From an optimization exercise on the open Yosys and OpenROAD flow, aimed at small area and a short achievable clock period; shortcuts taken in it are not production practice. The RTL was checked by simulation tests, not by an equivalence proof against the original design. Power figures rest on the tool's default switching activity, not on a simulated workload.

File: design/flow/config.mk
export PLATFORM = sky130hd
export DESIGN_NAME = sd_dma_sink
export DESIGN_NICKNAME = sd_dma_sink
export VERILOG_FILES = /design/flow/design.v
export SDC_FILE = /design/flow/constraint.sdc
export NUM_CORES = 4
export LEC_CHECK = 0
export CAP_MARGIN = 20
export CORE_MARGIN = 2
export CORE_UTILIZATION = 60
export CTS_CLUSTER_DIAMETER = 90
export CTS_CLUSTER_SIZE = 25
export SETUP_SLACK_MARGIN = 2.85
export SLEW_MARGIN = 20
File: design/flow/constraint.sdc
create_clock -name core_clock -period 5.0 [get_ports {clk}]
set_input_delay 1.0000 -clock core_clock [delete_from_list [all_inputs] [get_ports {clk}]]
set_output_delay 1.0000 -clock core_clock [all_outputs]
set_load 0.01 [all_outputs]
File: design/flow/design.v
module sd_dma_sink #(
   parameter int FIFO_DEPTH_LOG2  = 6,
   parameter int BLOCK_BYTES_LOG2 = 9
) (
   input  logic                     clk,
   input  logic                     reset_n,
   input  logic [31:0]              wb_adr_i,
   input  logic [31:0]              wb_dat_i,
   input  logic [3:0]               wb_sel_i,
   input  logic                     wb_we_i,
   input  logic                     wb_cyc_i,
   input  logic                     wb_stb_i,
   input  logic [2:0]               wb_cti_i,
   input  logic [1:0]               wb_bte_i,
   output logic                     wb_ack_o,
   output logic [31:0]              wb_dat_o,
   input  logic                     flush,
   output logic [7:0]               out_data,
   output logic                     out_valid,
   input  logic                     out_ready,
   output logic                     block_done,
   output logic [FIFO_DEPTH_LOG2:0] fifo_level,
   output logic                     overflow_err
);
   localparam int unsigned DEPTH = 1 << FIFO_DEPTH_LOG2;
   localparam int          LW    = FIFO_DEPTH_LOG2 + 1;
   logic                        ack_q;      
   logic                        ovf_q;
   logic [LW-1:0]               level;      
   logic [31:0]                 st_x;       
   logic                        st_we;      
   logic                        byp_q;      
   logic                        byp2_q;     
   logic                        ph;         
   logic [DEPTH-1:0]            wslot;      
   logic [DEPTH-1:0]            rsel;       
   logic [31:0]                 mem [DEPTH];
   logic [31:0]                 hd_lo_q;    
   logic [31:0]                 hd_hi_q;    
   logic [7:0]                  out_q;      
   logic [23:0]                 rem_q;      
   logic [1:0]                  idx_q;
   logic                        valid_q;
   logic [BLOCK_BYTES_LOG2-1:0] byte_cnt;
   logic                        done_q;
   logic req, take, push, accept, last_byte, pop, load;
   logic [31:0] head;
   assign req       = wb_cyc_i & wb_stb_i;
   assign take      = ~ack_q & req & ~level[LW-1] & ~flush;
   assign push      = take & wb_we_i & (wb_sel_i == 4'hF);
   assign accept    = valid_q & out_ready;
   assign last_byte = accept & (idx_q == 2'd3);
   assign pop       = ~flush & (level != '0) & (~valid_q | last_byte);
   assign load      = (level != '0) & (~valid_q | (out_ready & (idx_q == 2'd3)));
   logic unused_bus;
   assign unused_bus = ^{wb_adr_i, wb_cti_i, wb_bte_i};
   always_ff @(posedge clk or negedge reset_n) begin
      if (!reset_n) begin
         ack_q <= 1'b0;
         ovf_q <= 1'b0;
      end else begin
         ack_q <= take;
         if (take & wb_we_i & (wb_sel_i != 4'hF)) ovf_q <= 1'b1;
      end
   end
   assign wb_ack_o     = ack_q;
   assign wb_dat_o     = '0;
   assign overflow_err = ovf_q;
   always_ff @(posedge clk or negedge reset_n) begin
      if (!reset_n) begin
         level  <= '0;
         st_we  <= 1'b0;
         byp_q  <= 1'b0;
         byp2_q <= 1'b0;
      end else begin
         st_we  <= push;
         byp_q  <= push & ((level == '0) | ((level == LW'(1)) & pop));
         byp2_q <= byp_q & ~pop & ~flush;
         if (flush) level <= '0;
         else case ({push, pop})
            2'b10:   level <= level + 1'b1;
            2'b01:   level <= level - 1'b1;
            default: level <= level;
         endcase
      end
   end
   always_ff @(posedge clk) begin
      if (push) st_x <= wb_dat_i ^ {32{~ph}};
   end
   assign fifo_level = level;
   logic [31:0] col;
   logic [31:0] rd_lo [DEPTH/2+1];
   logic [31:0] rd_hi [DEPTH/2+1];
   always_ff @(posedge clk or negedge reset_n) begin
      if (!reset_n) ph <= 1'b0;
      else          ph <= ~ph;
   end
   always_ff @(posedge clk or negedge reset_n) begin
      if (!reset_n) col <= '1;
      else          col <= push ? (wb_dat_i ^ {32{~ph}})
                                : {32{~level[LW-1] | pop | flush}};
   end
   always_ff @(posedge clk or negedge reset_n) begin
      if (!reset_n)   wslot <= DEPTH'(1);
      else if (flush) wslot <= DEPTH'(1);
      else if (st_we) wslot <= {wslot[DEPTH-2:0], wslot[DEPTH-1]};
   end
   always_ff @(posedge clk or negedge reset_n) begin
      if (!reset_n)   rsel <= DEPTH'(1);
      else if (flush) rsel <= DEPTH'(1);
      else if (pop)   rsel <= {rsel[DEPTH-2:0], rsel[DEPTH-1]};
   end
   for (genvar i = 0; i < DEPTH; i++) begin : g_row
      always_ff @(posedge clk) begin
         mem[i] <= ~(({32{wslot[i]}} & col) | mem[i]);
      end
   end
   assign rd_lo[0] = '0;
   assign rd_hi[0] = '0;
   for (genvar i = 0; i < DEPTH/2; i++) begin : g_rd
      assign rd_lo[i+1] = rd_lo[i] | (mem[i] & {32{rsel[i]}});
      assign rd_hi[i+1] = rd_hi[i] | (mem[DEPTH/2+i] & {32{rsel[DEPTH/2+i]}});
   end
   always_ff @(posedge clk) begin
      hd_lo_q <= rd_lo[DEPTH/2];
      hd_hi_q <= rd_hi[DEPTH/2];
   end
   assign head = ((byp_q | byp2_q) ? st_x : (hd_lo_q | hd_hi_q)) ^ {32{~byp_q ^ ph}};
   always_ff @(posedge clk or negedge reset_n) begin
      if (!reset_n) begin
         idx_q   <= '0;
         valid_q <= 1'b0;
      end else if (flush) begin
         idx_q   <= '0;
         valid_q <= 1'b0;
      end else if (pop) begin
         idx_q   <= '0;
         valid_q <= 1'b1;
      end else if (accept) begin
         idx_q <= idx_q + 1'b1;
         if (idx_q == 2'd3) valid_q <= 1'b0;
      end
   end
   always_ff @(posedge clk) begin
      if (load) begin
         rem_q <= head[31:8];
      end else if (out_ready) begin
         rem_q[15:0] <= rem_q[23:8];
      end
   end
   logic sel_ld, sel_sh, sel_hd;
   assign sel_ld = load;
   assign sel_sh = ~load & out_ready;
   assign sel_hd = ~load & ~out_ready;
   always_ff @(posedge clk) begin
      out_q <= (head[7:0] & {8{sel_ld}}) | (rem_q[7:0] & {8{sel_sh}}) |
               (out_q & {8{sel_hd}});
   end
   assign out_data  = out_q;
   assign out_valid = valid_q;
   always_ff @(posedge clk or negedge reset_n) begin
      if (!reset_n) begin
         byte_cnt <= '0;
         done_q   <= 1'b0;
      end else if (flush) begin
         byte_cnt <= '0;
         done_q   <= 1'b0;
      end else begin
         done_q <= accept & (byte_cnt == '1);
         if (accept) byte_cnt <= byte_cnt + 1'b1;
      end
   end
   assign block_done = done_q;
endmodule
File: design/flow/flow/run.sh
#!/bin/bash
# The standard layout (standard.sh) with two changes:
#  - the port buffers inserted during placement are sky130_fd_sc_hd__buf_4
#    (buffer_ports otherwise picks a delay cell on this platform);
#  - clock tree synthesis without dummy loads, sink clusters of at most 25
#    flip-flops within 90 um.
set -e
export BUFFER_PORTS_ARGS="-buffer_cell sky130_fd_sc_hd__buf_4"
export CTS_ARGS="-sink_clustering_enable -repair_clock_nets -sink_clustering_size 25 -sink_clustering_max_diameter 90 -dont_use_dummy_load"
bash standard.sh > standard_flow.log 2>&1
File: design/flow/standard.sh
#!/bin/bash
# synth_recipe.tcl (not shown) runs the flow's synth.tcl, then flattens the netlist and writes it again
# the make line also repeats each setting of config.mk as NAME=value (left out here)
make -C /OpenROAD-flow-scripts/flow DESIGN_CONFIG=/design/flow/config.mk WORK_HOME=/design/flow/orfs CLKGATE_MAP_FILE= SYNTH_SCRIPT=/design/flow/synth_recipe.tcl "${@:-finish}"
==> results of run 1 <==
-- per-layer routing --
layer | up-vias | wire length (um) | global-route usage
met5 | - | 23 | 0
met3 | 732 | 39900 | 0.0923
met4 | 4 | 13400 | 0.165
met1 | 30100 | 114000 | 0.608
met2 | 4280 | 119000 | 0.604
li1 | 25600 | - | -
-- synth_stat cells (5+ instances only) --
master,instances
a211oi_1,8
a21oi_1,2149
a22oi_1,1024
and3_1,7
buf_1,100
buf_2,12
buf_4,32
clkbuf_1,691
dfrtp_1,152
dfstp_2,34
dfxtp_1,2120
edfxtp_1,56
ha_1,7
mux2i_1,66
nand2_1,221
nand3_1,5
nand4_1,261
nor2_1,126
nor2b_1,10
o21ai_0,26
or3_1,10
or4_1,65
xnor2_1,61
xor2_1,15
-- layout make-up --
class,count,area share
timing repair inverter,2,0.000309
antenna,1,0.0000309
tap,1650,0.0255
clock buffer,104,0.0321
inverter,6,0.000664
multi-input combinational,4127,0.298
sequential,2362,0.606
timing repair buffer,291,0.0365
-- worst paths after layout --
kind / endpoint / slack [ps]
min reg2reg: mem[51][25] / 410
max in group asynchronous: rsel[17] / 3590
min: rsel[58] / 410
max reg2reg: rem_q[10] / 2700
max: fifo_level[4] / 2650
min in group core_clock: mem[51][25] / 410
-- registers in the layout, indices dropped and copies added (netlist names), 2 cells and up --
| signal | cells |
|---|---|
| idx_q | 2 |
| col | 32 |
| byte_cnt | 9 |
| out_q | 8 |
| st_x | 32 |
| rsel | 64 |
| level | 7 |
| hd_hi_q | 32 |
| wslot | 64 |
| hd_lo_q | 32 |
| mem | 2048 |
| rem_q | 24 |
-- metrics by stage --
step                instances  total power, uW  hold WS, ps  cell area, um^2
global route             8542            37600          417            81000
CTS                      8491            35500          412            80200
global placement         8352            25900          397            76700
detailed placement       8355            26100          400            76800
floorplan                7326            24700          389            76200
finish                   8543            36500          410            81000
-- what timing repair did --
item,4_1_cts,5_1_grt
endpoints found under the setup margin,250,188
hold buffers,0,0
cloned,2,18
pin swaps,2,5
setup buffers,30,33
resized for setup,117,61
-- where the power goes --
group	switching, uW	internal (uW)
logic	2510	1820
clock network	5750	3720
registers	1520	21200
total	9780	26700
-- kinds of logic after synthesis --
| family | after synthesis | share of synthesized area |
|---|---|---|
| buf+inv | 841 | 0.0433 |
| compound gates | 3219 | 0.246 |
| simple gates | 721 | 0.0490 |
| fa+ha+maj | 7 | 0.00115 |
| mux | 68 | 0.00899 |
| xor+xnor | 76 | 0.00876 |
| flops | 2362 | 0.642 |
| other cells | 1 | 0.0000493 |
==> key figures, run 1 <==
Pwr
  • Power density over the cells: 451 nW/um^2
  • Peak supply drop: 0.404 mV
  • Pleak: 0.0312 uW

CTS
  • Num Clock Sinks: ~2.4k
  • Clk pin slew, worst setup/hold paths: approximately 100 ps
  • Clock Latency Late Sink: just under 800 ps
  • CTS tree: yes
  • Clk root buf: clkbuf_16
  • Max clock buf depth: 3
  • CTS Buf Count: 104
  • H-tree lvl count: 3

Worst setup path
  • Worst Reg-to-Reg Cells: 8
  • Crit. path cell count: 1
  • Worst Setup Start Kind: flop
  • CP startpoint: level[4]
  • CP peak stage delay: 450 ps
  • Worst R2R Start: level[2]
  • Crit-path max FO: 4
  • CP Cell Sequence: buf_6
  • Critical path's top delay family: flip-flops
  • Highest-delay cell along the critical path: dfrtp_2
  • CP required: 4000 ps
  • WP data arrival: 1350 ps
  • Setup crit end kind: output pin
  • Buf/Inv on CP: 1
  • WS Path Type: reg -> out

Yosys
  • #FFs+latches synth: 2362
  • Mapped cell area: 76000 um^2
  • Ranking of synthesized cells by area: dfxtp_1 56%, a21oi_1 14%, a22oi_1 10%
  • Sequential share of the synthesized area: 0.642
  • Distinct cells, synth: 46
  • Post-synth EDFFs: between 50 and 60
  • Mapped Cells: around 7.3k
  • Most used DFF post-synth: dfxtp_1
  • Mapped Avg Cell Area: 10.4 um^2
  • Async SR Flop Fraction: 0.0787
  • Leading area contributor after synthesis: dfxtp_1
  • Warnings from Yosys: 4
  • Top-area cell type share of the netlist area: 0.558

Timing
  • Min Tclk post-route: roughly 2300 ps
  • Setup TNS Final: 0 ps
  • Clock Skew: between 50 and 60 ps
  • Slew Viols, Final: 0
  • Peak Freq: between 400 and 500 MHz
  • Worst setup margin: 2650 ps
  • Slew HR: 0.270
  • Worst-margin pin slew: 1090 ps
  • Hold Fails Final Rpt: 0
  • Final setup vio count: 0
  • RSZ-0062 raised after global routing: true
  • Fin crit share: 0.469

GRT
  • First-pass GRT wire length: 395000 um
  • Pin count of the biggest net entering global routing: 110
  • Total grt overflow: 0
  • Initial antenna violation count: 3
  • Vias in the first global route: 54.9k
  • Total GRT Usage: 0.417

Die
  • FP Rows: 130
  • Full die area: 130000 um^2
  • Die Y: 360 um
  • Die extent in x: 360 um
  • Core Area: ~130000 um^2
  • Initial Util: 0.604
  • Num ports: ~130

Finish
  • Leading cell type in the layout, fill and taps excluded: a21oi_1
  • Final core utilization: 0.645
  • Fin nets: 6981
  • Final-layout fill cell count: 9952
  • FF/Latch Area: 49100 um^2
  • Multi-input logic area: 24200 um^2
  • Commonest cells after routing, fill and taps aside: 2147 x a21oi_1, 2112 x dfxtp_1, 1023 x a22oi_1, 261 x nand4_1, 217 x nand2_1
  • Synth-to-layout area growth: 6.62%
  • Layout cells sized above 1: 0.0889

Routing
  • Post-route DRC: 0
  • WL per Instance: 33.4 um
  • Routed Antenna Nets: 0
  • Vias post-DR: 60.8k
  • Avg Vias per Cell: 7.11
  • WL final: 286000 um
  • Starting DRT DRC Count: 9659
  • Pre-Repair DR Iteration Count: 6

Flow run
  • Max Cap Violations: 0

Placement
  • Port Buffer Count: 61
  • Placement Setup Slack: 1520 ps
  • Final GP Congestion: 0.837
  • DP Wirelength: 145000 um

Status
  • Status: complete, no violations

Worst hold path
  • Hold Path Class: in -> async
==> run 2, diff against run 1 <==
--- a/design/flow/config.mk
+++ b/design/flow/config.mk
@@ -7,8 +7,8 @@
 export LEC_CHECK = 0
 export CAP_MARGIN = 20
 export CORE_MARGIN = 2
-export CORE_UTILIZATION = 60
+export CORE_UTILIZATION = 70
 export CTS_CLUSTER_DIAMETER = 90
 export CTS_CLUSTER_SIZE = 25
-export SETUP_SLACK_MARGIN = 2.85
+export SETUP_SLACK_MARGIN = 2.8
 export SLEW_MARGIN = 20
==> run 2 against run 1 <==
Critical path depth stayed put. Still clean on timing, DRC and antenna. Fmax grew 1.2%. Synthesized area did not move. Sequential power about the same. Via count grew 1.6%. Critical path type unchanged. Global-route usage grew 4.9 points. Register-to-register slack hardly changed.
==> key figures, run 2 <==
Status
  • Status: complete, no violations

GRT
  • Total grt overflow: 0
  • First-pass GRT wire length: ~380000 um
  • Pin count of the biggest net entering global routing: 100
  • Initial antenna violation count: 1
  • Vias in the first global route: 56.9k
  • Total GRT Usage: 0.466

Timing
  • Peak Freq: 432 MHz
  • Slew Viols, Final: 0
  • Slew HR: 0.121
  • RSZ-0062 raised after global routing: true
  • Clock Skew: 40.4 ps
  • Worst setup margin: 2680 ps
  • Final setup vio count: 0
  • Worst-margin pin slew: ~1300 ps
  • Fin crit share: 0.463
  • Hold Fails Final Rpt: 0
  • Setup TNS Final: 0 ps
  • Min Tclk post-route: 2320 ps

Die
  • Core Area: around 110000 um^2
  • FP Rows: 120
  • Initial Util: 0.708
  • Full die area: 111000 um^2
  • Die extent in x: ~330 um
  • Die Y: between 300 and 400 um
  • Num ports: 131

Finish
  • Leading cell type in the layout, fill and taps excluded: a21oi_1
  • Top reg by flops: mem
  • Fin nets: between 6k and 7k
  • Final core utilization: 0.747
  • Largest register FFs: around 2.0k
  • Top flop regs: mem x2048, rsel x64, wslot x64
  • Commonest cells after routing, fill and taps aside: 2141 x a21oi_1, 2112 x dfxtp_1, 1024 x a22oi_1, 261 x nand4_1, 220 x nand2_1
  • Final-layout fill cell count: 7451
  • Layout cells sized above 1: 0.0842
  • Synth-to-layout area growth: 5.55%
  • Final instance area: 80200 um^2

Placement
  • Final GP Congestion: 0.852
  • Port Buffer Count: 61
  • DP Wirelength: 139000 um
  • Placed Area: 76400 um^2
  • Placement Setup Slack: ~1500 ps

Pwr
  • Flop pwr share: 0.626
  • Int Pwr: between 20000 and 30000 uW
  • Power density over the cells: 455 nW/um^2
  • Clock power share: 0.257
  • Pleak: 0.0310 uW
  • Switch share: 0.267
  • Switching power total: 9740 uW
  • Combinational power share: 0.117
  • Peak supply drop: 0.343 mV

CTS
  • Hold_buf cts: 0
  • Clk root buf: clkbuf_16
  • Max clock buf depth: 3
  • Clock Latency Late Sink: 760 ps
  • Clk pin slew, worst setup/hold paths: 100 ps
  • CTS tree: yes
  • CTS Buf Count: 104
  • Num Clock Sinks: roughly 2.4k
  • H-tree lvl count: 3

Routing
  • Vias post-DR: 61.8k
  • Routed Antenna Nets: 0
  • Starting DRT DRC Count: 10.5k
  • WL per Instance: between 30 and 40 um
  • WL final: 271000 um
  • Post-route DRC: 0
  • Avg Vias per Cell: 7.47
  • Pre-Repair DR Iteration Count: 7

Worst setup path
  • CP Cell Sequence: buf_6
  • CP required: around 4000 ps
  • WS Path Type: reg -> out
  • WP data arrival: 1320 ps
  • CP peak stage delay: ~450 ps
  • Worst Setup Start Kind: flop
  • Critical path's top delay family: flip-flops
  • Highest-delay cell along the critical path: dfrtp_1
  • Setup crit end kind: output pin
  • Crit-path max FO: 4
  • Buf/Inv on CP: 1

Yosys
  • Leading area contributor after synthesis: dfxtp_1
  • Most used DFF post-synth: dfxtp_1
  • Top post-synthesis cells by count: 2149 x a21oi_1, 2120 x dfxtp_1, 1024 x a22oi_1
  • Mapped Cells: 7295
  • Mapped Avg Cell Area: around 10 um^2
  • Async SR Flop Fraction: 0.0787
  • Post-synth EDFFs: 56
  • Distinct cells, synth: 46
  • Warnings from Yosys: 4
  • #FFs+latches synth: 2362
  • Top-area cell type share of the netlist area: 0.558
  • Count leader, synth: a21oi_1
  • Mapped cell area: ~76000 um^2
  • Sequential share of the synthesized area: 0.642
  • Ranking of synthesized cells by area: dfxtp_1 56%, a21oi_1 14%, a22oi_1 10%

Flow run
  • Max Cap Violations: 0

Worst hold path
  • Hold Path Class: in -> async
[run 2: cell count changes in the layout (fill, tap and decap cells not counted), moves of 8 or more]
cell / previous run / this run
a211oi_2: 0 / 8
dfstp_2: 18 / 8
dfrtp_2: 104 / 118
dfstp_4: 16 / 26
buf_12: 22 / 9
a211oi_1: 8 / 0
buf_6: 64 / 43
dfrtp_4: 31 / 16
[run 2: power by group through the flow]
stage               clock network [uW]  registers, uW  logic [uW]
floorplan                            0          22400        2310
global placement                     0          23100        2670
detailed placement                   0          23100        2840
CTS                               9300          22700        3250
global route                      9930          23100        4530
finish                            9380          22900        4290
[run 2: repair_timing]
item,in CTS,in global routing
setup endpoints to repair,215,174
gates resized for setup,55,68
pin swaps,1,14
buffers inserted,24,12
gates cloned,3,18
[run 2: path summary, 6_finish.rpt]
| kind | startpoint | end | slack [ps] | cells after the start |
|---|---|---|---|---|
| worst min-delay path | reset_n | ph | 380 | 1 |
| worst min register to register | mem[50][29] | mem[50][29] | 410 | 1 |
| worst max register to register | level[5] | level[2] | 2700 | 8 |
| max in group asynchronous | reset_n | rsel[56] | 3460 | 2 |
| worst max-delay path | valid_q | out_valid | 2680 | 1 |
| min in group core_clock | mem[50][29] | mem[50][29] | 410 | 1 |
[run 2: layout make-up]
cell class / instances / area, um^2 / share of cell area
tap: 1403 / 1760 / 0.0219
multi-input combinational: 4126 / 24200 / 0.302
antenna: 3 / 7.51 / 0.0000936
sequential: 2362 / 49100 / 0.613
timing repair inverter: 2 / 20.0 / 0.000250
timing repair buffer: 256 / 2450 / 0.0305
inverter: 6 / 35.0 / 0.000437
clock buffer: 104 / 2600 / 0.0324
[run 2: stage by stage]
stage               cells  total power, uW  hold WS (ps)
finish               8262            36500           380
global route         8259            37500           417
CTS                  8228            35300           408
detailed placement   8097            26000           400
global placement     8094            25700           397
floorplan            7326            24700           389
[run 2: worst register-to-register path, stage by stage, from the launching register on]
cell and delay (ps):
dfrtp_1 420, buf_6 130, or4_4 570, o21ai_4 220
buf_12 150, clkinv_8 50, and3_4 170, or3_1 340
and3_1 140
[run 2: kinds of logic after synthesis]
kind of cell	synth area share
XOR/XNOR	0.00876
AND/OR/NAND/NOR	0.0490
adder cells (fa/ha/maj)	0.00115
flip-flops	0.642
buffers and inverters	0.0433
AO/OA/AOI/OAI	0.246
multiplexers	0.00899
other	0.0000493
[run 2: per-layer routing]
layer  up-vias  wire (um)  global-route usage
met5         -          0                   0
met4         0      17400               0.230
met3      1147      45600               0.130
met2      5357     110000               0.666
met1     29800      97700               0.653
li1      25500          -                   -
==> run 3, diff against run 2 <==
--- a/design/flow/config.mk
+++ b/design/flow/config.mk
@@ -7,8 +7,8 @@
 export LEC_CHECK = 0
 export CAP_MARGIN = 20
 export CORE_MARGIN = 2
-export CORE_UTILIZATION = 70
+export CORE_UTILIZATION = 65
 export CTS_CLUSTER_DIAMETER = 90
 export CTS_CLUSTER_SIZE = 25
-export SETUP_SLACK_MARGIN = 2.8
+export SETUP_SLACK_MARGIN = 2.7
 export SLEW_MARGIN = 20
==> run 3 against run 2 <==
Synthesized area stayed put. Synthesized cell count is the same. Routed wire length is 0.25% lower. Critical path type is now reg -> reg. Critical endpoint is now hd_hi_q[26].
==> key figures, run 3 <==
Flow run
  • Max Cap Violations: 0

Pwr
  • Peak supply drop: 0.402 mV
  • Pleak: 0.0307 uW
  • Post-layout power: about 35000 uW
  • Power density over the cells: 445 nW/um^2

Timing
  • Clock Skew: 53.0 ps
  • Peak Freq: 427 MHz
  • Worst-margin pin slew: about 1300 ps
  • Final setup vio count: 0
  • Fin crit share: 0.468
  • Slew Viols, Final: 0
  • RSZ-0062 raised after global routing: true
  • Setup TNS Final: 0 ps
  • Slew HR: 0.111
  • Hold Fails Final Rpt: 0
  • Min Tclk post-route: 2340 ps

Die
  • FP Rows: 125
  • Full die area: around 120000 um^2
  • Initial Util: 0.655
  • Num ports: 131
  • Die Y: 346 um
  • Die extent in x: 346 um
  • Core Area: 116000 um^2

CTS
  • Clk root buf: clkbuf_16
  • Num Clock Sinks: 2362
  • CTS tree: yes
  • H-tree lvl count: 3
  • Clk pin slew, worst setup/hold paths: 100 ps
  • CTS Buf Count: 104
  • Clock Latency Late Sink: 760 ps
  • Max clock buf depth: 3

Yosys
  • Warnings from Yosys: 4
  • Count leader, synth: a21oi_1
  • Top post-synthesis cells by count: 2149 x a21oi_1, 2120 x dfxtp_1, 1024 x a22oi_1
  • Mapped Cells: ~7.3k
  • Most used DFF post-synth: dfxtp_1
  • Mapped cell area: 76000 um^2
  • Async SR Flop Fraction: 0.0787
  • Post-synth EDFFs: 56
  • Distinct cells, synth: 46
  • Sequential share of the synthesized area: 0.642
  • Top-area cell type share of the netlist area: 0.558
  • Leading area contributor after synthesis: dfxtp_1
  • Ranking of synthesized cells by area: dfxtp_1 56%, a21oi_1 14%, a22oi_1 10%
  • #FFs+latches synth: 2362
  • Mapped Avg Cell Area: 10.4 um^2

Finish
  • Final core utilization: 0.685
  • Commonest cells after routing, fill and taps aside: 2148 x a21oi_1, 2118 x dfxtp_1, 1024 x a22oi_1, 261 x nand4_1, 221 x nand2_1
  • Layout Cells excl Fill: between 8k and 9k
  • Leading cell type in the layout, fill and taps excluded: a21oi_1
  • Synth-to-layout area growth: 4.67%
  • Final instance area: 79600 um^2
  • Top reg by flops: mem
  • Fin nets: 6909
  • Layout cells sized above 1: 0.0757
  • Final-layout fill cell count: ~8.8k
  • Largest register FFs: 2048
  • Top flop regs: mem x2048, rsel x64, wslot x64

Worst setup path
  • Crit path capture: hd_hi_q[26]
  • Highest-delay cell along the critical path: or4_1
  • Critical path's top delay family: simple AND/OR/NAND/NOR gates
  • Buf/Inv on CP: 1
  • Worst Setup Start Kind: flop
  • R2R Path End: hd_hi_q[26]
  • CP peak stage delay: 690 ps
  • CP required: 5580 ps
  • CP Cell Sequence: buf_4 > a22oi_1 > nand4_1 > or4_1
  • Crit. path cell count: 4
  • Worst Reg-to-Reg Cells: 4
  • Crit-path max FO: 21
  • R2R setup slack: 2660 ps
  • WP data arrival: 2920 ps
  • CP startpoint: rsel[46]
  • Setup crit end kind: flop
  • Worst R2R Start: rsel[46]
  • WS Path Type: reg -> reg

GRT
  • Total GRT Usage: 0.437
  • Pin count of the biggest net entering global routing: between 100 and 150
  • Initial antenna violation count: 2
  • First-pass GRT wire length: 385000 um
  • Vias in the first global route: 55.9k
  • Total grt overflow: 0

Placement
  • DP Wirelength: 140000 um
  • Port Buffer Count: 61
  • Placed insts: 8218
  • Final GP Congestion: 0.839
  • Placed Area: approximately 77000 um^2

Routing
  • Pre-Repair DR Iteration Count: 8
  • Post-route DRC: 0
  • Avg Vias per Cell: 7.20
  • Starting DRT DRC Count: 9466
  • WL per Instance: 32.4 um
  • Routed Antenna Nets: 0
  • WL final: 270000 um
  • Vias post-DR: 60.1k

Worst hold path
  • Hold Path Class: in -> async

Status
  • Status: complete, no violations
==> run 3: changes by cell type in the layout (fill, tap and decap cells not counted), moves of 6 or more <==
| cell | delta |
|---|---|
| dfxtp_1 | +6 |
| dfrtp_2 | +8 |
| dfrtp_4 | -8 |
| buf_4 | +15 |
| a211oi_1 | +8 |
| a21oi_2 | -6 |
| a21oi_1 | +7 |
| buf_6 | -30 |
| clkbuf_16 | -7 |
| a211oi_2 | -8 |
==> run 3: worst min path at each step <==
stage / endpoint / slack [ps] / cells after the start
after floorplan: mem[10][13] / 390 / 1
after global placement: mem[61][3] / 400 / 1
after detailed placement: mem[52][18] / 400 / 1
after CTS: wslot[58] / 370 / 1
after global routing: wslot[58] / 400 / 1
final: wslot[58] / 350 / 1
==> run 3: timing repair <==
action | CTS | global route
endpoints found under the setup margin | 199 | 134
buffers inserted | 14 | 5
hold buffers | 0 | 0
pin swaps | 1 | 1
gates resized for setup | 28 | 12
gates cloned | 2 | 0
hold endpoints to repair | 0 | 0
==> run 3: worst register-to-register path: cells and delay by family, from the launching register on <==
family	cells	cell delay, ps
compound gates	1	270
buf+inv	1	420
flops	1	670
simple gates	2	820
==> run 3: cell type report <==
type | count | area, um^2 | area share
clock buffers | 104 | 2600 | 0.0327
flip-flops and latches | 2362 | 49100 | 0.617
multi-input cells | 4123 | 24100 | 0.303
diodes | 1 | 2.50 | 0.0000315
repair buffers | 223 | 1810 | 0.0227
well taps | 1524 | 1910 | 0.0240
inverters | 6 | 35.0 | 0.000440
repair inverters | 2 | 20.0 | 0.000252
==> run 3: routing by layer <==
metal / wire (um) / track usage / up-vias
met3: 39600 / 0.102 / 917
met4: 16400 / 0.205 / 2
met1: 104000 / 0.626 / 29300
li1: - / - / 25400
met5: 12 / 0 / -
met2: 110000 / 0.628 / 4436
==> run 3: kinds of logic (layout without fill, tap and decap cells) <==
logic type               count (synthesis)  count (layout)  synth area share
multiplexers                            68              68           0.00899
XOR/XNOR                                76              76           0.00876
AO/OA/AOI/OAI                         3219            3219             0.246
adder cells (fa/ha/maj)                  7               7           0.00115
other                                    1              33         0.0000493
AND/OR/NAND/NOR                        721             721            0.0490
buffers and inverters                  841             335            0.0433
flip-flops                            2362            2362             0.642
==> run 3: per-stage QoR <==
stage               hold slack, ps  setup WS, ps
global route                   400          2650
finish                         346          2660
floorplan                      389          2590
CTS                            372          2670
global placement               397          1540
detailed placement             400          1510
==> run 3: power by group <==
part	switching (uW)	total [uW]	internal [uW]
clock	5680	9400	3720
sequential	1570	22800	21200
combinational	1970	3220	1250
total	9220	35400	26200
==> run 4, diff against run 3 <==
--- a/design/flow/config.mk
+++ b/design/flow/config.mk
@@ -12,3 +12,4 @@
 export CTS_CLUSTER_SIZE = 25
 export SETUP_SLACK_MARGIN = 2.7
 export SLEW_MARGIN = 20
+export TNS_END_PERCENT = 20
==> run 4 against run 3 <==
Design area is 0.10% lower. Clock power is essentially flat. Power increased by 0.37%.
==> key figures, run 4 <==
Worst setup path
  • Worst R2R Start: rsel[18]
  • CP startpoint: rsel[18]
  • Worst Setup Start Kind: flop
  • Setup crit end kind: flop
  • Crit-path max FO: 20
  • CP required: 5550 ps
  • WP data arrival: 2980 ps
  • WS Path Type: reg -> reg

Yosys
  • Mapped Cells: 7295
  • #FFs+latches synth: 2362
  • Synth Area in XOR/XNOR: 0.00876
  • Warnings from Yosys: 4
  • Simple-Gate Fraction of Synth Area: 0.0490
  • Most used DFF post-synth: dfxtp_1
  • Compound-Gate Fraction of Synth Area: 0.246
  • Mux cell area share after synthesis: 0.00899
  • Sequential share of the synthesized area: 0.642
  • Ranking of synthesized cells by area: dfxtp_1 56%, a21oi_1 14%, a22oi_1 10%
  • Post-synth EDFFs: 56
  • Top-area cell type share of the netlist area: 0.558
  • Post-Synth Adder-Cell Area: 0.00115
  • Distinct cells, synth: 46
  • Async SR Flop Fraction: 0.0787
  • Mapped Avg Cell Area: roughly 10 um^2
  • Main combinational cell family by area after synthesis: compound AO/OA/AOI/OAI gates
  • Mapped cell area: roughly 76000 um^2
  • Count leader, synth: a21oi_1
  • Top post-synthesis cells by count: 2149 x a21oi_1, 2120 x dfxtp_1, 1024 x a22oi_1
  • Leading area contributor after synthesis: dfxtp_1

Timing
  • Peak Freq: 412 MHz
  • Slew HR: 0.118
  • Min Tclk post-route: between 2000 and 2500 ps
  • Setup TNS Final: 0 ps
  • Hold Fails Final Rpt: 0
  • Final setup vio count: 0
  • Worst Hold Margin: ~280 ps
  • Slew Viols, Final: 0
  • Fin crit share: 0.486
  • RSZ-0062 raised after global routing: true
  • Worst-margin pin slew: 1320 ps
  • Clock Skew: 44.1 ps

Routing
  • Starting DRT DRC Count: about 9.6k
  • WL final: 271000 um
  • Routed Antenna Nets: 0
  • WL per Instance: 32.6 um
  • Vias post-DR: about 60k
  • Pre-Repair DR Iteration Count: 6
  • Post-route DRC: 0
  • Avg Vias per Cell: 7.23

Finish
  • Largest register FFs: 2048
  • Antenna cell count: 0
  • Fin nets: 6904
  • Top flop regs: mem x2048, rsel x64, wslot x64
  • Synth-to-layout area growth: 4.56%
  • Layout cells sized above 1: 0.0744
  • Commonest cells after routing, fill and taps aside: 2149 x a21oi_1, 2120 x dfxtp_1, 1024 x a22oi_1, 261 x nand4_1, 221 x nand2_1
  • Leading cell type in the layout, fill and taps excluded: a21oi_1
  • Top reg by flops: mem
  • FF/Latch Area: 49100 um^2
  • Multi-input logic area: 24100 um^2
  • Final-layout fill cell count: 8918

GRT
  • Total GRT Usage: 0.439
  • Vias in the first global route: 55.9k
  • Total grt overflow: 0
  • Pin count of the biggest net entering global routing: roughly 110
  • Initial antenna violation count: 1
  • First-pass GRT wire length: 387000 um

Placement
  • DP Wirelength: 141000 um
  • Port Buffer Count: 61
  • Final GP Congestion: 0.849

Pwr
  • Switching power total: 9350 uW
  • Power density over the cells: 447 nW/um^2
  • Pleak: 0.0306 uW
  • Flop pwr share: 0.643
  • Int Pwr: roughly 26000 uW
  • Combinational power share: 0.092
  • Peak supply drop: roughly 0.34 mV
  • Switch share: 0.263
  • Clock power share: 0.265

CTS
  • Clk root buf: clkbuf_16
  • H-tree lvl count: 3
  • Max clock buf depth: 3
  • Num Clock Sinks: roughly 2.4k
  • CTS Buf Count: 104
  • Clk pin slew, worst setup/hold paths: 100 ps
  • Clock Latency Late Sink: 750 ps
  • CTS tree: yes

Die
  • Die Y: 346 um
  • Core Area: about 120000 um^2
  • Num ports: 131
  • Die extent in x: ~350 um
  • Full die area: 120000 um^2
  • FP Rows: 125
  • Initial Util: 0.655

Status
  • Status: complete, no violations

Flow run
  • Max Cap Violations: 0

Worst hold path
  • Hold Path Class: in -> async
## run 4: changes by cell type in the layout (fill, tap and decap cells not counted), moves of 2 or more
cell     before   now
buf_6        13     8
dfrtp_4       8     5
dfxtp_2       2     0
dfstp_2       9    13
dfxtp_1    2118  2120
dfstp_4      25    21
dfrtp_2     126   129
## run 4: timing repair
action	4_1_cts	5_1_grt
gates cloned	2	2
buffers inserted	3	9
hold buffers	0	0
endpoints found under the setup margin	193	193
hold endpoints to repair	0	0
gates resized for setup	8	22
pin swaps	1	1
## run 4: final timing paths
kind | endpoint | slack, ps | depth (start not counted)
min reg2reg | mem[54][20] | 410 | 1
min | byte_cnt[3] | 280 | 1
min in group core_clock | mem[54][20] | 410 | 1
max in group asynchronous | st_we | 3530 | 2
max | hd_lo_q[8] | 2570 | 4
max reg2reg | hd_lo_q[8] | 2570 | 4
## run 4: final cells by class
cell class              instances  area share
clock buffers                 104      0.0327
multi-input cells            4123       0.303
repair inverters                2    0.000220
repair buffers                218      0.0222
flip-flops and latches       2362       0.618
inverters                       6    0.000441
well taps                    1524      0.0240
## run 4: cell families (layout without fill, tap and decap cells)
logic type      after synthesis  count (layout)
compound gates             3219            3219
flops                      2362            2362
buf+inv                     841             330
simple gates                721             721
xor+xnor                     76              76
mux                          68              68
fa+ha+maj                     7               7
other cells                   1              32
## run 4: power by group through the flow
| stage | Sequential [uW] | Clock [uW] | Combinational (uW) |
|---|---|---|---|
| after floorplan | 22400 | 0 | 2290 |
| after CTS | 22800 | 9400 | 2980 |
| final | 22800 | 9420 | 3260 |
| after global placement | 23100 | 0 | 2700 |
| after detailed placement | 23200 | 0 | 2850 |
| after global routing | 23100 | 10000 | 3540 |
## run 4: routing by layer
layer / global-route usage / wire, um / up-vias
met4: 0.204 / 16100 / 2
met3: 0.0989 / 38600 / 961
li1: - / - / 25400
met5: 0 / 13 / -
met1: 0.625 / 104000 / 29400
met2: 0.640 / 113000 / 4490
## run 4: worst max-delay path, stage by stage, from the launching register on
cell,delay [ps]
dfrtp_2,760
buf_4,430
a22oi_1,210
nand4_1,130
or4_1,700
## run 4: per-stage QoR
stage	setup slack [ps]	utilization	power (uW)	instance area [um^2]	instances
4_1_cts	2510	0.683	35100	79200	8327
3_3_place_gp	1570	0.659	25800	76500	8217
2_1_floorplan	2590	-	24700	76200	7326
6_report	2570	0.685	35500	79500	8339
5_1_grt	2550	0.685	36600	79500	8339
3_5_place_dp	1550	0.659	26000	76500	8218
==> run 5, diff against run 4 <==
--- a/design/flow/design.v
+++ b/design/flow/design.v
@@ -34,6 +34,7 @@
    logic                        ph;         
    logic [DEPTH-1:0]            wslot;      
    logic [DEPTH-1:0]            rsel;       
+   logic                        rs_q;       
    logic [31:0]                 mem [DEPTH];
    logic [31:0]                 hd_lo_q;    
    logic [31:0]                 hd_hi_q;    
@@ -101,18 +102,22 @@
                                 : {32{~level[LW-1] | pop | flush}};
    end
    always_ff @(posedge clk or negedge reset_n) begin
-      if (!reset_n)   wslot <= DEPTH'(1);
-      else if (flush) wslot <= DEPTH'(1);
-      else if (st_we) wslot <= {wslot[DEPTH-2:0], wslot[DEPTH-1]};
+      if (!reset_n) rs_q <= 1'b1;
+      else          rs_q <= 1'b0;
    end
-   always_ff @(posedge clk or negedge reset_n) begin
-      if (!reset_n)   rsel <= DEPTH'(1);
-      else if (flush) rsel <= DEPTH'(1);
-      else if (pop)   rsel <= {rsel[DEPTH-2:0], rsel[DEPTH-1]};
+   always_ff @(posedge clk) begin
+      if (flush | rs_q) wslot <= DEPTH'(1);
+      else if (st_we)   wslot <= {wslot[DEPTH-2:0], wslot[DEPTH-1]};
    end
+   always_ff @(posedge clk) begin
+      if (flush | rs_q) rsel <= DEPTH'(1);
+      else if (pop)     rsel <= {rsel[DEPTH-2:0], rsel[DEPTH-1]};
+   end
+   logic [DEPTH-1:0] wrow;
+   assign wrow = wslot | {{(DEPTH-1){1'b0}}, rs_q};
    for (genvar i = 0; i < DEPTH; i++) begin : g_row
       always_ff @(posedge clk) begin
-         mem[i] <= ~(({32{wslot[i]}} & col) | mem[i]);
+         mem[i] <= ~(({32{wrow[i]}} & col) | mem[i]);
       end
    end
    assign rd_lo[0] = '0;
--- a/design/flow/config.mk
+++ b/design/flow/config.mk
@@ -12,4 +12,3 @@
 export CTS_CLUSTER_SIZE = 25
 export SETUP_SLACK_MARGIN = 2.7
 export SLEW_MARGIN = 20
-export TNS_END_PERCENT = 20
==> run 5 against run 4 <==
Still clean. Synthesized cell count hardly changed. Sequential power is 4% lower. Combinational power is 21% lower. Die area is 0.76% lower. Sequential share of layout area is 0.38 points lower. Routed wire length hardly changed. Via count is 0.29% higher. Flip-flop and latch count is 1 higher. Power is 5.0% lower. Clock power hardly changed. Clock skew is 4.5 ps lower. Register-to-register slack better by 150 ps.
==> key figures, run 5 <==
Worst setup path
  • R2R setup slack: ~2700 ps
  • CP peak stage delay: 450 ps
  • Buf/Inv on CP: 1
  • Setup crit end kind: output pin
  • Highest-delay cell along the critical path: dfrtp_2
  • Critical path's top delay family: flip-flops
  • R2R Path End: hd_hi_q[10]
  • Crit-path max FO: 4
  • Worst Setup Start Kind: flop
  • WS Path Type: reg -> out
  • CP required: around 4000 ps
  • Worst Reg-to-Reg Cells: 4
  • WP data arrival: 1330 ps
  • Worst R2R Start: rsel[39]
  • CP Cell Sequence: buf_6

Finish
  • Largest register FFs: 2048
  • Fin nets: slightly below 7k
  • Final core utilization: 0.688
  • Synth-to-layout area growth: 4.63%
  • Layout cells sized above 1: 0.0759
  • Leading cell type in the layout, fill and taps excluded: a21oi_1
  • Top flop regs: mem x2048, rsel x64, wslot x64
  • Layout Cells excl Fill: 8336
  • Top reg by flops: mem
  • Final-layout fill cell count: 8628
  • Final instance area: 78900 um^2
  • Commonest cells after routing, fill and taps aside: 2150 x a21oi_1, 2121 x dfxtp_1, 1024 x a22oi_1, 263 x nand4_1, 221 x nand2_1

Yosys
  • Main combinational cell family by area after synthesis: compound AO/OA/AOI/OAI gates
  • Sequential share of the synthesized area: 0.639
  • Simple-Gate Fraction of Synth Area: 0.0499
  • Distinct cells, synth: 49
  • Warnings from Yosys: 4
  • Mux cell area share after synthesis: 0.00906
  • Top post-synthesis cells by count: 2248 x dfxtp_1, 2151 x a21oi_1, 1024 x a22oi_1
  • Mapped Cells: between 7k and 8k
  • #FFs+latches synth: approximately 2.4k
  • Leading area contributor after synthesis: dfxtp_1
  • Async SR Flop Fraction: 0.0250
  • Top-area cell type share of the netlist area: 0.597
  • Synth Area in XOR/XNOR: 0.00859
  • Compound-Gate Fraction of Synth Area: 0.248
  • Post-Synth Adder-Cell Area: 0.00116
  • Post-synth EDFFs: 56
  • Mapped cell area: 75400 um^2
  • Ranking of synthesized cells by area: dfxtp_1 60%, a21oi_1 14%, a22oi_1 10%
  • Most used DFF post-synth: dfxtp_1
  • Mapped Avg Cell Area: 10.3 um^2
  • Count leader, synth: dfxtp_1

Die
  • Initial Util: 0.658
  • FP Rows: 124
  • Full die area: 119000 um^2
  • Num ports: 131
  • Die extent in x: about 340 um
  • Core Area: roughly 110000 um^2
  • Die Y: roughly 340 um

Timing
  • Final setup vio count: 0
  • Slew Viols, Final: 0
  • Worst-margin pin slew: 1050 ps
  • Hold Fails Final Rpt: 0
  • Peak Freq: 429 MHz
  • Fin crit share: 0.466
  • Setup TNS Final: 0 ps
  • Worst setup margin: 2670 ps
  • Slew HR: 0.300
  • Clock Skew: 39.7 ps
  • RSZ-0062 raised after global routing: true
  • Min Tclk post-route: 2330 ps

GRT
  • Initial antenna violation count: 4
  • Pin count of the biggest net entering global routing: roughly 100
  • Total grt overflow: 0
  • First-pass GRT wire length: 384000 um
  • Vias in the first global route: 55.7k
  • Total GRT Usage: 0.444

CTS
  • Num Clock Sinks: 2363
  • Clk pin slew, worst setup/hold paths: 100 ps
  • Clk root buf: clkbuf_16
  • Clock Latency Late Sink: 750 ps
  • CTS tree: yes
  • CTS Buf Count: 104
  • Max clock buf depth: 3
  • Hold_buf cts: 0
  • H-tree lvl count: 3

Routing
  • Pre-Repair DR Iteration Count: 9
  • Vias post-DR: 60.4k
  • Routed Antenna Nets: 0
  • Post-route DRC: 0
  • Starting DRT DRC Count: 9023
  • WL per Instance: roughly 33 um
  • Avg Vias per Cell: 7.25
  • WL final: roughly 270000 um

Placement
  • Placed insts: 8217
  • Final GP Congestion: 0.856
  • Port Buffer Count: 61
  • Placement Setup Slack: 2070 ps
  • DP Wirelength: 146000 um
  • Placed Area: 76100 um^2

Pwr
  • Peak supply drop: 0.384 mV
  • Power density over the cells: between 400 and 500 nW/um^2
  • Pleak: 0.0301 uW

Flow run
  • Max Cap Violations: 0

Worst hold path
  • Hold Path Class: in -> async

Status
  • Status: complete, no violations
[run 5: changes by cell type after synthesis, sizes merged, moves of 3 or more]
cell,before,now
or2,1,4
buf,144,87
clkbuf,691,748
dfrtp,152,26
dfxtp,2120,2248
and3,7,3
[run 5: how the worst max path moves through the flow]
stage / startpoint / endpoint / cells after the start / slack, ps
floorplan: wb_cyc_i / level[1] / 7 / 2620
global placement: flush / wslot[46] / 4 / 1990
detailed placement: out_ready / rem_q[10] / 5 / 2070
CTS: level[0] / fifo_level[0] / 1 / 2650
global route: level[0] / fifo_level[0] / 1 / 2650
finish: level[0] / fifo_level[0] / 1 / 2670
[run 5: per-stage QoR]
step                      total power [uW]  hold WS (ps)
after floorplan                      23500           389
after global placement               24300           397
after CTS                            33500           352
after global routing                 34700           398
after detailed placement             24500           400
final                                33800           355
[run 5: layout make-up]
cell class                      instances  area (um^2)  area share
Clock buffer                          104         2600      0.0330
Tap cell                             1512         1890      0.0240
Inverter                                5         52.6    0.000666
Multi-Input combinational cell       4126        24100       0.305
Antenna cell                            1         2.50   0.0000317
Timing Repair Buffer                  225         1820      0.0231
Sequential cell                      2363        48400       0.614
[run 5: metal layers]
metal,routed length (um),part of all wire,GRT usage,vias up
li1,-,-,-,25400
met3,36400,0.13,0.0999,1230
met5,12,0.000044,0,-
met1,99300,0.37,0.589,29400
met4,19100,0.070,0.239,2
met2,117000,0.43,0.681,4424
[run 5: cells by family (layout without fill, tap and decap cells)]
family | after synthesis | count (layout)
AOI/OAI and AO/OA | 3220 | 3220
xor gates and xnor gates | 74 | 74
adders and majority gates | 7 | 7
buffers and inverters | 840 | 334
DFF | 2363 | 2363
muxes | 68 | 68
other | 1 | 34
and+or+nand+nor | 724 | 724
[run 5: power by group]
part           leakage, uW  switching [uW]  internal [uW]
clock              0.00128            5690           3720
sequential          0.0201            1180          20600
combinational      0.00870            1640            931
[run 5: repair_timing]
item / CTS / global route
pin swaps: 1 / 0
gates resized for setup: 15 / 10
setup endpoints to repair: 92 / 116
setup buffers: 12 / 2
==> run 6, diff against run 5 <==
--- a/design/flow/config.mk
+++ b/design/flow/config.mk
@@ -7,7 +7,7 @@
 export LEC_CHECK = 0
 export CAP_MARGIN = 20
 export CORE_MARGIN = 2
-export CORE_UTILIZATION = 65
+export CORE_UTILIZATION = 60
 export CTS_CLUSTER_DIAMETER = 90
 export CTS_CLUSTER_SIZE = 25
 export SETUP_SLACK_MARGIN = 2.7
==> run 6 against run 5 <==
Still clean on timing, DRC and antenna. Flip-flop and latch count is the same. Synthesized cell count is the same. Design area grew 0.20%. Critical path type unchanged. Largest cell class unchanged. Highest routed layer unchanged.
==> key figures, run 6 <==
Status
  • Status: complete, no violations

Finish
  • Multi-input logic area: 24100 um^2
  • Layout cells sized above 1: 0.0754
  • Leading cell type in the layout, fill and taps excluded: a21oi_1
  • Final-layout fill cell count: 10.2k
  • Fin nets: 6903
  • Synth-to-layout area growth: 4.83%
  • Commonest cells after routing, fill and taps aside: 2150 x a21oi_1, 2117 x dfxtp_1, 1024 x a22oi_1, 263 x nand4_1, 221 x nand2_1
  • Top reg by flops: mem
  • Top flop regs: mem x2048, rsel x64, wslot x64
  • FF/Latch Area: between 40000 and 50000 um^2
  • Largest register FFs: between 2k and 2.5k

Timing
  • RSZ-0062 raised after global routing: true
  • Worst Hold Margin: 333 ps
  • Peak Freq: between 400 and 500 MHz
  • Clock Skew: 39.4 ps
  • Hold Fails Final Rpt: 0
  • Final setup vio count: 0
  • Worst-margin pin slew: 1060 ps
  • Slew HR: 0.293
  • Setup TNS Final: 0 ps
  • Slew Viols, Final: 0
  • Min Tclk post-route: 2330 ps
  • Fin crit share: 0.467

Yosys
  • #FFs+latches synth: 2363
  • Async SR Flop Fraction: 0.0250
  • Mapped Avg Cell Area: 10.3 um^2
  • Ranking of synthesized cells by area: dfxtp_1 60%, a21oi_1 14%, a22oi_1 10%
  • Distinct cells, synth: 49
  • Count leader, synth: dfxtp_1
  • Leading area contributor after synthesis: dfxtp_1
  • Sequential share of the synthesized area: 0.639
  • Warnings from Yosys: 4
  • Mapped Cells: 7297
  • Top post-synthesis cells by count: 2248 x dfxtp_1, 2151 x a21oi_1, 1024 x a22oi_1
  • Most used DFF post-synth: dfxtp_1
  • Top-area cell type share of the netlist area: 0.597
  • Post-synth EDFFs: 56
  • Mapped cell area: around 75000 um^2

GRT
  • First-pass GRT wire length: 390000 um
  • Pin count of the biggest net entering global routing: 98
  • Initial antenna violation count: 10
  • Vias in the first global route: 54.5k
  • Total grt overflow: 0
  • Total GRT Usage: 0.419

Die
  • FP Rows: 130
  • Num ports: 131
  • Die Y: 359 um
  • Die extent in x: 359 um
  • Core Area: 125000 um^2
  • Initial Util: 0.602
  • Full die area: ~130000 um^2

Routing
  • Starting DRT DRC Count: 9132
  • WL met1: 107000 um
  • Vias post-DR: about 60k
  • Uppermost layer routed: met5
  • Met2 routed WL: approximately 120000 um
  • Post-route DRC: 0
  • Avg Vias per Cell: 7.08
  • Pre-Repair DR Iteration Count: 6
  • WL per Instance: 32.8 um
  • Met3 routed WL: around 33000 um
  • WL final: 278000 um
  • Routed Antenna Nets: 0

CTS
  • Clock Latency Late Sink: 780 ps
  • CTS Buf Count: 104
  • Num Clock Sinks: 2363
  • Clk pin slew, worst setup/hold paths: roughly 100 ps
  • Clk root buf: clkbuf_16
  • Max clock buf depth: 3
  • H-tree lvl count: 3
  • CTS tree: yes

Worst setup path
  • R2R Path End: hd_hi_q[27]
  • Crit-path max FO: 4
  • CP peak stage delay: roughly 450 ps
  • Highest-delay cell along the critical path: dfrtp_2
  • Setup crit end kind: output pin
  • Worst Reg-to-Reg Cells: 4
  • Buf/Inv on CP: 1
  • CP Cell Sequence: buf_6
  • Crit path capture: fifo_level[1]
  • CP startpoint: level[1]
  • Worst Setup Start Kind: flop
  • R2R setup slack: ~2700 ps
  • WS Path Type: reg -> out
  • CP required: 4000 ps
  • Critical path's top delay family: flip-flops
  • WP data arrival: 1330 ps
  • Crit. path cell count: 1
  • Worst R2R Start: rsel[34]

Flow run
  • Max Cap Violations: 0

Placement
  • DP Wirelength: roughly 150000 um
  • Final GP Congestion: between 0.8 and 0.9
  • Port Buffer Count: 61

Pwr
  • Power density over the cells: 428 nW/um^2
  • Pleak: approximately 0.030 uW
  • Peak supply drop: 0.339 mV

Worst hold path
  • Hold Path Class: in -> async
==> run 6: cell counts after synthesis <==
Identical to the previous run, type by type.
==> run 6: what timing repair did <==
action                     4_1_cts  5_1_grt
gates resized for setup         29        5
setup endpoints to repair      114       52
pin swaps                        0        1
buffers inserted                11        5
hold buffers                     0        0
==> run 6: final cells by class <==
class | count | area share
Inverter | 5 | 0.000538
Antenna cell | 3 | 0.0000949
Clock buffer | 104 | 0.0329
Multi-Input combinational cell | 4126 | 0.305
Tap cell | 1650 | 0.0261
Timing Repair Buffer | 216 | 0.0224
Sequential cell | 2363 | 0.613
==> run 6: kinds of logic (layout without fill, tap and decap cells) <==
| family | Yosys count | after routing | synth area share |
|---|---|---|---|
| AOI/OAI and AO/OA | 3220 | 3220 | 0.248 |
| DFF | 2363 | 2363 | 0.639 |
| buffers and inverters | 840 | 325 | 0.0438 |
| and+or+nand+nor | 724 | 724 | 0.0499 |
| xor gates and xnor gates | 74 | 74 | 0.00859 |
| muxes | 68 | 68 | 0.00906 |
| adders and majority gates | 7 | 7 | 0.00116 |
| other | 1 | 36 | 0.0000497 |
==> run 6: through the flow <==
step	power, uW	instances	utilization	area, um^2	setup WS, ps
3_5_place_dp	24500	8343	0.608	76200	1880
3_3_place_gp	24400	8338	0.607	76100	1890
4_1_cts	33700	8458	0.630	78900	2640
5_1_grt	34900	8464	0.631	79100	2630
6_report	33800	8467	0.631	79100	2670
2_1_floorplan	23500	7329	-	75600	2620
==> run 6: power breakdown <==
part           leakage [uW]  internal, uW  switching (uW)  total [uW]
Combinational       0.00866           947            1470        2420
Sequential           0.0201         20600            1330       21900
Clock               0.00128          3720            5760        9480
==> run 6: metal layers <==
metal	global-route usage	vias to the layer above
li1	-	25400
met1	0.568	29500
met2	0.656	4052
met3	0.0756	977
met4	0.191	2
met5	0	-
==> run 6: worst min path at each step <==
stage / cells past startpoint / endpoint / start / slack [ps]
after floorplan: 1 / mem[12][13] / mem[12][13] / 390
after global placement: 1 / mem[47][1] / mem[47][1] / 400
after detailed placement: 1 / mem[15][26] / mem[15][26] / 400
after CTS: 1 / level[5] / reset_n / 360
after global routing: 1 / level[5] / reset_n / 370
final: 1 / level[3] / reset_n / 330
==> run 7, diff against run 6 <==
--- a/design/flow/config.mk
+++ b/design/flow/config.mk
@@ -7,7 +7,7 @@
 export LEC_CHECK = 0
 export CAP_MARGIN = 20
 export CORE_MARGIN = 2
-export CORE_UTILIZATION = 60
+export CORE_UTILIZATION = 70
 export CTS_CLUSTER_DIAMETER = 90
 export CTS_CLUSTER_SIZE = 25
 export SETUP_SLACK_MARGIN = 2.7
==> run 7 against run 6 <==
Still clean. Critical path type unchanged. Clock skew barely moved. Largest power group unchanged. Non-clock buffer count did not move. Synthesized area did not move. Critical endpoint is now fifo_level[0]. Cell count fell by 3.0%. Highest routed layer unchanged.
==> key figures, run 7 <==
Status
  • Status: complete, no violations

CTS
  • CTS Buf Count: 104
  • Hold_buf cts: 0
  • Clk pin slew, worst setup/hold paths: roughly 100 ps
  • Clk root buf: clkbuf_16
  • H-tree lvl count: 3
  • Max clock buf depth: 3
  • CTS tree: yes
  • Clock Latency Late Sink: 750 ps
  • Num Clock Sinks: around 2.4k

Timing
  • Peak Freq: around 430 MHz
  • Hold Fails Final Rpt: 0
  • RSZ-0062 raised after global routing: true
  • Fin crit share: 0.466
  • Worst setup margin: ~2700 ps
  • Slew Viols, Final: 0
  • Slew HR: 0.330
  • Final setup vio count: 0
  • Min Tclk post-route: 2330 ps
  • Worst Hold Margin: 341 ps
  • Worst-margin pin slew: 1000 ps
  • Clock Skew: ~40 ps
  • Setup TNS Final: 0 ps

Die
  • Die extent in x: around 330 um
  • Core Area: between 100000 and 150000 um^2
  • Die Y: 332 um
  • Num ports: 131
  • FP Rows: 120
  • Initial Util: 0.706
  • Full die area: 110000 um^2

Worst setup path
  • Setup crit end kind: output pin
  • WS Path Type: reg -> out
  • Crit-path max FO: 4
  • CP peak stage delay: 450 ps
  • WP data arrival: between 1000 and 1500 ps
  • Highest-delay cell along the critical path: dfrtp_2
  • Crit. path cell count: 1
  • Worst Setup Start Kind: flop
  • Worst Reg-to-Reg Cells: 8
  • Buf/Inv on CP: 1
  • CP required: roughly 4000 ps
  • CP Cell Sequence: buf_6
  • Critical path's top delay family: flip-flops

Yosys
  • Warnings from Yosys: 4
  • #FFs+latches synth: 2363
  • Count leader, synth: dfxtp_1
  • Async SR Flop Fraction: 0.0250
  • Most used DFF post-synth: dfxtp_1
  • Leading area contributor after synthesis: dfxtp_1
  • Post-synth EDFFs: 56
  • Distinct cells, synth: 49
  • Ranking of synthesized cells by area: dfxtp_1 60%, a21oi_1 14%, a22oi_1 10%
  • Top post-synthesis cells by count: 2248 x dfxtp_1, 2151 x a21oi_1, 1024 x a22oi_1
  • Top-area cell type share of the netlist area: 0.597
  • Mapped Cells: 7297
  • Mapped cell area: 75400 um^2
  • Mapped Avg Cell Area: 10.3 um^2
  • Sequential share of the synthesized area: 0.639

Placement
  • Port Buffer Count: 61
  • DP Wirelength: approximately 150000 um
  • Final GP Congestion: 0.869
  • Placement Setup Slack: 1800 ps

GRT
  • First-pass GRT wire length: 381000 um
  • Pin count of the biggest net entering global routing: 98
  • Vias in the first global route: 56.6k
  • Total GRT Usage: 0.467
  • Total grt overflow: 0
  • Initial antenna violation count: 5

Finish
  • Top reg by flops: mem
  • Layout cells sized above 1: 0.0747
  • Antenna cell count: 0
  • Final-layout fill cell count: ~7.6k
  • Leading cell type in the layout, fill and taps excluded: a21oi_1
  • Final core utilization: 0.736
  • Fin nets: 6903
  • Commonest cells after routing, fill and taps aside: 2150 x a21oi_1, 2121 x dfxtp_1, 1024 x a22oi_1, 263 x nand4_1, 221 x nand2_1
  • Top flop regs: mem x2048, rsel x64, wslot x64
  • Largest register FFs: slightly above 2k
  • Synth-to-layout area growth: 4.32%

Routing
  • Starting DRT DRC Count: 9371
  • WL final: approximately 270000 um
  • WL per Instance: 32.5 um
  • Routed Antenna Nets: 0
  • Post-route DRC: 0
  • Pre-Repair DR Iteration Count: 6
  • Avg Vias per Cell: 7.42
  • Vias post-DR: 61.0k

Pwr
  • Post-layout power: 33700 uW
  • Peak supply drop: 0.337 mV
  • Power density over the cells: 428 nW/um^2
  • Pleak: roughly 0.03 uW

Worst hold path
  • Hold Path Class: in -> async

Flow run
  • Max Cap Violations: 0
run 7: cell counts after synthesis:
No cell type changed its count.
run 7: worst paths after layout:
path                       startpoint            end  slack [ps]
min in group core_clock    mem[24][6]     mem[24][6]         410
setup / recovery             level[0]  fifo_level[0]        2670
hold reg to reg            mem[24][6]     mem[24][6]         410
max in group asynchronous     reset_n          st_we        4030
setup reg to reg             level[3]       level[4]        2680
hold / removal                reset_n          ack_q         340
run 7: metal layers:
metal / global-route usage / share of wire / up-vias
met2: 0.705 / 0.42 / 4903
met4: 0.289 / 0.082 / 2
met3: 0.122 / 0.15 / 1410
met1: 0.604 / 0.35 / 29300
li1: - / - / 25400
met5: 0 / 0.000037 / -
run 7: kinds of logic after synthesis:
kind of cell,share of synthesized area
buffers and inverters,0.0438
and+or+nand+nor,0.0499
adders and majority gates,0.00116
xor gates and xnor gates,0.00859
DFF,0.639
AOI/OAI and AO/OA,0.248
other,0.0000497
muxes,0.00906
run 7: layout make-up:
class / count / area [um^2] / share of cell area
Clock buffer: 104 / 2600 / 0.0331
Tap cell: 1403 / 1760 / 0.0223
Multi-Input combinational cell: 4126 / 24100 / 0.306
Sequential cell: 2363 / 48500 / 0.616
Inverter: 5 / 43.8 / 0.000557
Timing Repair Buffer: 216 / 1710 / 0.0217
run 7: timing repair:
| action | in CTS | in global routing |
|---|---|---|
| resized for setup | 18 | 4 |
| endpoints found under the setup margin | 126 | 90 |
| pin swaps | 0 | 1 |
| setup buffers | 9 | 5 |
| endpoints found under the hold margin | 0 | 0 |
run 7: stage by stage:
stage          cells  cell area, um^2
3_5_place_dp    8098            75800
3_3_place_gp    8096            75800
4_1_cts         8211            78500
5_1_grt         8217            78700
6_report        8217            78700
2_1_floorplan   7329            75600
run 7: report_power, final:
part	internal, uW	total (uW)	leakage (uW)	switching (uW)
Combinational	918	2450	0.00864	1530
Sequential	20600	21900	0.0201	1300
Clock	3720	9360	0.00128	5650
==> run 8, diff against run 7 <==
--- a/design/flow/config.mk
+++ b/design/flow/config.mk
@@ -7,8 +7,8 @@
 export LEC_CHECK = 0
 export CAP_MARGIN = 20
 export CORE_MARGIN = 2
-export CORE_UTILIZATION = 70
+export CORE_UTILIZATION = 65
 export CTS_CLUSTER_DIAMETER = 90
 export CTS_CLUSTER_SIZE = 25
-export SETUP_SLACK_MARGIN = 2.7
+export SETUP_SLACK_MARGIN = 2.75
 export SLEW_MARGIN = 20
==> run 8 against run 7 <==
Still clean on timing, DRC and antenna. Die area increased by 7.6%. Sequential power about the same. Synthesized cell count unchanged. Critical path type unchanged.
==> key figures, run 8 <==
GRT
  • Total grt overflow: 0
  • Vias in the first global route: between 50k and 60k
  • Pin count of the biggest net entering global routing: 98
  • First-pass GRT wire length: about 390000 um
  • Total GRT Usage: 0.446
  • Initial antenna violation count: 6

Placement
  • Placed Area: 76000 um^2
  • Port Buffer Count: between 60 and 70
  • DP Wirelength: around 150000 um
  • Placed insts: 8212
  • Placement Setup Slack: 1980 ps
  • Final GP Congestion: 0.862

CTS
  • Num Clock Sinks: 2363
  • Clock Latency Late Sink: between 700 and 800 ps
  • CTS Buf Count: 104
  • Clk root buf: clkbuf_16
  • Clk pin slew, worst setup/hold paths: 100 ps
  • CTS tree: yes
  • Max clock buf depth: 3
  • H-tree lvl count: 3

Die
  • Core Area: ~110000 um^2
  • Initial Util: 0.658
  • Die Y: approximately 340 um
  • Full die area: around 120000 um^2
  • FP Rows: roughly 120
  • Num ports: 131
  • Die extent in x: 345 um

Timing
  • Fin crit share: 0.463
  • Hold Fails Final Rpt: 0
  • Worst setup margin: between 2000 and 3000 ps
  • Worst-margin pin slew: 1050 ps
  • Setup TNS Final: 0 ps
  • Slew Viols, Final: 0
  • Final setup vio count: 0
  • RSZ-0062 raised after global routing: true
  • Peak Freq: about 430 MHz
  • Slew HR: 0.294
  • Min Tclk post-route: between 2000 and 2500 ps
  • Clock Skew: 33.6 ps

Pwr
  • Int Pwr: 25300 uW
  • Power density over the cells: 428 nW/um^2
  • Peak supply drop: between 0.4 and 0.5 mV
  • Flop pwr share: 0.645
  • Switching power total: 8540 uW
  • Switch share: 0.253
  • Clock power share: 0.279
  • Combinational power share: 0.076
  • Pleak: 0.0301 uW

Routing
  • Starting DRT DRC Count: 8688
  • Vias post-DR: 60.5k
  • WL final: between 200000 and 300000 um
  • WL per Instance: between 30 and 40 um
  • Routed Antenna Nets: 0
  • Pre-Repair DR Iteration Count: 7
  • Post-route DRC: 0
  • Avg Vias per Cell: between 7 and 8

Worst setup path
  • Setup crit end kind: output pin
  • CP required: 4000 ps
  • WS Path Type: reg -> out
  • Critical path's top delay family: flip-flops
  • CP peak stage delay: 460 ps
  • R2R Path End: hd_lo_q[1]
  • Worst R2R Start: rsel[13]
  • Crit. path cell count: 1
  • Worst Setup Start Kind: flop
  • Crit-path max FO: 5
  • Highest-delay cell along the critical path: dfrtp_2
  • R2R setup slack: 2730 ps
  • Buf/Inv on CP: 1
  • Worst Reg-to-Reg Cells: 4
  • WP data arrival: ~1300 ps
  • CP Cell Sequence: buf_6

Worst hold path
  • Hold Path Class: in -> async

Finish
  • Top reg by flops: mem
  • Synth-to-layout area growth: 4.65%
  • Layout Cells excl Fill: between 8k and 9k
  • Leading cell type in the layout, fill and taps excluded: a21oi_1
  • Layout cells sized above 1: 0.0764
  • Largest register FFs: 2048
  • Top flop regs: mem x2048, rsel x64, wslot x64
  • Multi-input logic area: 24100 um^2
  • Commonest cells after routing, fill and taps aside: 2150 x a21oi_1, 2117 x dfxtp_1, 1024 x a22oi_1, 263 x nand4_1, 221 x nand2_1
  • Final instance area: 78900 um^2
  • Final-layout fill cell count: around 8.7k
  • FF/Latch Area: 48500 um^2
  • Fin nets: 6910

Yosys
  • Mapped cell area: 75400 um^2
  • Post-synth EDFFs: 56
  • Distinct cells, synth: 49
  • Warnings from Yosys: 4
  • Ranking of synthesized cells by area: dfxtp_1 60%, a21oi_1 14%, a22oi_1 10%
  • Top post-synthesis cells by count: 2248 x dfxtp_1, 2151 x a21oi_1, 1024 x a22oi_1
  • Async SR Flop Fraction: 0.0250
  • Top-area cell type share of the netlist area: 0.597
  • Mapped Cells: 7297
  • Sequential share of the synthesized area: 0.639
  • #FFs+latches synth: 2363
  • Mapped Avg Cell Area: 10.3 um^2
  • Most used DFF post-synth: dfxtp_1
  • Leading area contributor after synthesis: dfxtp_1
  • Count leader, synth: dfxtp_1

Status
  • Status: complete, no violations

Flow run
  • Max Cap Violations: 0
[run 8: changes by cell type in the layout (fill, tap and decap cells not counted), sizes merged]
cell / before / now
diode: 0 / 1
buf: 215 / 222
inv: 3 / 4
clkbuf: 105 / 104
[run 8: worst max-delay path by stage]
stage                     startpoint             to  slack (ps)
after floorplan             wb_cyc_i       level[1]        2620
after global placement     out_ready      rem_q[17]        2000
after detailed placement   out_ready      rem_q[20]        1980
after CTS                   level[1]  fifo_level[1]        2670
after global routing        level[1]  fifo_level[1]        2660
final                       level[1]  fifo_level[1]        2680
[run 8: repair_timing]
action / 4_1_cts / 5_1_grt
gates cloned: 0 / 1
hold buffers: 0 / 0
endpoints found under the hold margin: 0 / 0
setup endpoints to repair: 125 / 106
pin swaps: 0 / 2
resized for setup: 26 / 11
buffers inserted: 13 / 2
[run 8: cell families (layout without fill, tap and decap cells)]
kind of cell | count (synthesis) | count (layout) | synth area share
compound gates | 3220 | 3220 | 0.248
xor+xnor | 74 | 74 | 0.00859
fa+ha+maj | 7 | 7 | 0.00116
buf+inv | 840 | 332 | 0.0438
flops | 2363 | 2363 | 0.639
mux | 68 | 68 | 0.00906
other cells | 1 | 34 | 0.0000497
simple gates | 724 | 724 | 0.0499
[run 8: power groups by stage]
stage                     registers, uW  logic, uW  clock network, uW
after floorplan                   21600       1900                  0
after global placement            22200       2180                  0
after detailed placement          22200       2340                  0
after CTS                         21800       2460               9380
after global routing              22000       2810               9990
final                             21800       2590               9420
[run 8: final cells by class]
class,count,share of cell area
Timing Repair inverter,1,0.000111
Multi-Input combinational cell,4126,0.306
Timing Repair Buffer,222,0.0227
Sequential cell,2363,0.614
Tap cell,1512,0.0240
Inverter,5,0.000729
Clock buffer,104,0.0330
Antenna cell,1,0.0000317
[run 8: per-layer routing]
metal | GRT usage | routed length, um
met5 | 0 | 40
met1 | 0.593 | 99600
met2 | 0.678 | 116000
met3 | 0.109 | 38200
met4 | 0.236 | 18900
[run 8: metrics by stage]
| step | util | power, uW | hold WS, ps |
|---|---|---|---|
| 2_1_floorplan | - | 23500 | 389 |
| 3_3_place_gp | 0.662 | 24300 | 397 |
| 3_5_place_dp | 0.663 | 24500 | 400 |
| 4_1_cts | 0.687 | 33600 | 370 |
| 5_1_grt | 0.688 | 34800 | 396 |
| 6_report | 0.688 | 33800 | 354 |

-- afterwards: timing with drivers on the ports --
No port has a modelled driver above. Below, the same layouts with a new extraction and two added sets of constraints.
Step 1 (the two cells are an assumption about what drives the block):
set clk [get_ports {clk}]
set_driving_cell -lib_cell sky130_fd_sc_hd__clkbuf_16 $clk
set_driving_cell -lib_cell sky130_fd_sc_hd__buf_2 [delete_from_list [all_inputs] $clk]
Step 2 moves the port delays by t, midway between the first and last clock arrival at a register: inputs arrive t later, outputs are due t later. That takes back most of the time a late clock gives input paths.
Three values: ideal ports, drivers, drivers and shift; two values: the first two.
| run | t (ns) | setup slack, ns | worst setup path after step 2 | latest minus earliest clock arrival (ns) | pins driven straight from the clock port |
|---|---|---|---|---|---|
| run 1 | 0.830 | 2.654 / 2.572 / 2.048 | input to register | 0.054 / 0.054 | 1 |
| run 2 | 0.816 | 2.683 / 2.602 / 2.006 | input to register | 0.051 / 0.051 | 1 |
| run 3 | 0.809 | 2.661 / 2.606 / 2.021 | input to register | 0.055 / 0.056 | 1 |
| run 4 | 0.812 | 2.572 / 2.559 / 2.003 | input to register | 0.049 / 0.049 | 1 |
| run 5 | 0.809 | 2.669 / 2.589 / 2.245 | input to register | 0.040 / 0.040 | 1 |
| run 6 | 0.847 | 2.667 / 2.583 / 2.014 | input to register | 0.041 / 0.041 | 1 |
| run 7 | 0.803 | 2.669 / 2.595 / 2.212 | input to register | 0.044 / 0.044 | 1 |
| run 8 | 0.810 | 2.684 / 2.604 / 2.162 | input to register | 0.034 / 0.034 | 1 |
After both steps every run listed still meets setup and hold. For run 2, which loses most, drivers alone change the setup slack by -0.081 ns; drivers and shift together by -0.677 ns.
